This design comes from an exercise in tuning for small area, a short achievable clock period and few clock cycles per item on the open sky130 flow, not from production work. The RTL was checked by simulation tests, not by an equivalence proof against the original design.

Design gyro_angle_kalman_filter, start of the top module:
module gyro_angle_kalman_filter (
    input  logic                 i_clk,
    input  logic                 i_rst_n,
    input  logic                 i_in_valid,
    output logic                 o_in_stall,
    input  logic [89:0]          i_in_word,
    output logic                 o_out_valid,
    input  logic                 i_out_stall,
    output logic [64:0]          o_out_word,
    input  logic                 i_cfg_valid,
    output logic                 o_cfg_ready,
    input  logic [1:0]           i_cfg_index,
    input  logic [30:0]          i_cfg_data
);
    typedef enum logic [2:0] {S_IDLE, S_DIV, S_MUL, S_FAULT} t_state;
    typedef enum logic [3:0] {
        W_TMP,     
        W_PAB2,    
        W_PAA_T,   
        W_PBBP,    
        W_APRED,   
        W_PBA,     
        W_PBBU,    
        W_PAA,     
        W_PAB,     
        W_BUPD,    
        W_AUPD,    
        W_FLT      
    } t_wop;
    t_state r_st;
    logic [3:0] r_cnt;
    logic [2:0] r_pi;
    logic signed [31:0] r_angle, r_bias, r_ab, r_ba, r_bb;
    logic signed [33:0] r_aa;      
    logic [30:0]        r_apn, r_bpn, r_mn;
    logic               r_op;
    logic signed [31:0] r_src;
    logic [31:0] r_d;
    logic [31:0] r_rem0, r_rem1, r_q0, r_q1;
    logic        r_neg0, r_neg1;
    logic        r_sneg0, r_sneg1, r_sfz;    
    logic signed [32:0] r_x;
    logic [16:0]        r_bone, r_btwo, r_bneg;    
    logic               r_yneg;                    
    logic signed [41:0] r_t;
    logic               r_wv;
    t_wop               r_wop;
    logic               r_wneg;    
    logic r_out_valid, r_fault;
    logic w_last, w_ready, w_wcomp, w_frz;
    assign w_last  = r_op ? (r_pi == 3'd5) : (r_pi == 3'd4);
    assign w_ready = (r_st == S_IDLE) || (r_st == S_MUL && w_last);
    assign w_wcomp = r_wv && (r_wop == W_APRED || r_wop == W_AUPD || r_wop == W_FLT ||
                              r_wop == W_BUPD);
    assign w_frz   = w_wcomp && r_out_valid && i_out_stall;
    logic [31:0] w_k0, w_k1;
    assign w_k0 = r_q0[31] ? {r_neg0, {31{!r_neg0}}} : {1'b0, r_q0[30:0]};
    assign w_k1 = r_q1[31] ? {r_neg1, {31{!r_neg1}}} : {1'b0, r_q1[30:0]};
    function automatic logic [63:0] dstep(input logic [31:0] rem, input logic [31:0] q,
  ...
For scale: roughly 9000 cells after synthesis, ~630 flip-flops, about 76000 µm² of cells after synthesis.
Settings: LEC_CHECK=0, CAP_MARGIN=20, CORE_MARGIN=2, CORE_UTILIZATION=40, SETUP_SLACK_MARGIN=5, SLEW_MARGIN=20; clock period 12.5 ns.
run.sh (not shown) runs the stock make flow with config.mk's settings and CLKGATE_MAP_FILE= SYNTH_SCRIPT=/design/flow/synth_recipe.tcl, a recipe that flattens the netlist after the stock synthesis.
The first run went through all stages and came out clean.
Testbench counts at the start, summed over its fixed seeds: cycles 31,051, items 3,200.
Then changed:
--- a/flow/design.v
+++ b/flow/design.v
@@ -65,23 +65,22 @@
     t_state r_st;
     logic [3:0] r_cnt;
     logic [2:0] r_pi;
     logic signed [31:0] r_angle, r_bias, r_ab, r_ba, r_bb;
     logic signed [33:0] r_aa;      
     logic [30:0]        r_apn, r_bpn, r_mn;
     logic               r_op;
     logic signed [31:0] r_src;
     logic [31:0] r_d;
     logic [31:0] r_rem0, r_rem1, r_q0, r_q1;
     logic        r_neg0, r_neg1;
-    logic        r_sneg0, r_sneg1, r_sfz;    
     logic signed [32:0] r_x;
     logic [16:0]        r_bone, r_btwo, r_bneg;    
     logic               r_yneg;                    
     logic signed [41:0] r_t;
     logic               r_wv;
     t_wop               r_wop;
     logic               r_wneg;    
     logic r_out_valid, r_fault;
     logic w_last, w_ready, w_wcomp, w_frz;
     assign w_last  = r_op ? (r_pi == 3'd5) : (r_pi == 3'd4);
     assign w_ready = (r_st == S_IDLE) || (r_st == S_MUL && w_last);
@@ -317,77 +316,54 @@
                         {r_bone, r_btwo, r_bneg} <= {w_bone, w_btwo, w_bneg};
                         r_yneg <= r_aa[31];
                         r_pi <= '0;
                         if (r_cnt == 4'd15) r_st <= S_MUL;
                     end
                     S_FAULT: begin
                         r_wv  <= 1'b1;
                         r_wop <= W_FLT;
                         r_st  <= S_IDLE;
                     end
                     S_MUL: begin
-                        if (r_op && r_pi == 3'd4) begin
-                            r_d     <= w_dmag;
-                            r_sneg0 <= r_aa[31] ^ w_s[33];
-                            r_sneg1 <= r_ba[31] ^ w_s[33];
-                            r_sfz   <= w_fz;
-                            r_rem0  <= w_rem0i;
-                            r_q0    <= w_q0i;
-                            r_rem1  <= w_rem1i;
-                            r_q1    <= w_q1i;
-                            r_cnt   <= w_cnti;
-                        end
-                        if (r_op && r_pi == 3'd5) begin
-                            r_rem0 <= w_s0b[63:32];
-                            r_q0   <= w_s0b[31:0];
-                            r_rem1 <= w_s1b[63:32];
-                            r_q1   <= w_s1b[31:0];
-                            r_cnt  <= r_cnt + 4'd1;
-                        end
                         r_t    <= w_ms[65:24];
                         r_wv   <= 1'b1;
                         r_wop  <= w_wop;
                         r_wneg <= w_wneg;
                         r_pi   <= w_npi;
                         r_x    <= w_nx;
                         if (w_nyk) begin
                             {r_bone, r_btwo, r_bneg} <= {w_bone, w_btwo, w_bneg};
                             r_yneg <= w_ny[32];
                         end
                         if (w_last) r_st <= S_IDLE;
                     end
                     default: ;
                 endcase
                 if (w_ready) begin
                     r_op   <= i_in_word[89];
                     r_src  <= i_in_word[89] ? i_in_word[31:0] : i_in_word[88:57];
                     r_x    <= 33'(signed'({1'b0, r_apn}));
                     {r_bone, r_btwo, r_bneg} <= {w_bone, w_btwo, w_bneg};
                     r_yneg <= 1'b0;
+                    r_d    <= w_dmag;
+                    r_neg0 <= r_aa[31] ^ w_s[33];
+                    r_neg1 <= r_ba[31] ^ w_s[33];
+                    r_rem0 <= w_rem0i;
+                    r_q0   <= w_q0i;
+                    r_rem1 <= w_rem1i;
+                    r_q1   <= w_q1i;
                     r_pi   <= '0;
-                    if (r_st == S_MUL && r_op) begin
-                        r_neg0 <= r_sneg0;
-                        r_neg1 <= r_sneg1;
-                    end else begin
-                        r_d    <= w_dmag;
-                        r_neg0 <= r_aa[31] ^ w_s[33];
-                        r_neg1 <= r_ba[31] ^ w_s[33];
-                        r_rem0 <= w_rem0i;
-                        r_q0   <= w_q0i;
-                        r_rem1 <= w_rem1i;
-                        r_q1   <= w_q1i;
-                        r_cnt  <= w_cnti;
-                    end
+                    r_cnt  <= w_cnti;
                     if (i_in_valid) begin
-                        if (!i_in_word[89])                      r_st <= S_MUL;
-                        else if ((r_st == S_MUL && r_op) ? r_sfz : w_fz) r_st <= S_FAULT;
-                        else                                     r_st <= S_DIV;
+                        if (!i_in_word[89])      r_st <= S_MUL;
+                        else if (w_fz)           r_st <= S_FAULT;
+                        else                     r_st <= S_DIV;
                     end
                 end
             end
         end
     end
     assign o_in_stall  = !w_ready;
     assign o_out_valid = r_out_valid;
     assign o_out_word  = {r_angle, r_bias, r_fault};
     assign o_cfg_ready = 1'b1;
 endmodule
Result: Cell area climbs by 0.70%; clock skew went up by 5.5 ps; routed wire length climbs by 2.9%; non-clock buffer count increases by 20; area after synthesis stays flat; critical path depth rose by 2; worst hold slack improved by 7.7 ps; sequential share of layout area came out lower by 0.24 points.
Testbench counts after the change, summed over its fixed seeds: cycles 31,641, items 3,200.

==> re-timing with driven ports <==
In the flow no input, the clock included, has a driving cell. The finished layouts below were timed again as built, in two steps.
Step 1 assumes that a clkbuf_16 drives the clock port and a buf_2 every other input.
Step 2 also shifts input and output timing later by t, the mid clock arrival at the registers, as if the neighbouring blocks saw the same clock.
Three values: ideal, step 1, step 2; two values: the first two.
run | t (ns) | slack for setup (ns) | latest minus earliest clock arrival (ns) | cell pins on the clock port's net
the first run | 0.769 | 4.995 / 4.995 / 4.995 | 0.041 / 0.040 | 1
the second run | 0.798 | 5.129 / 5.129 / 5.129 | 0.045 / 0.045 | 1
After both steps setup and hold are still met in every run listed.
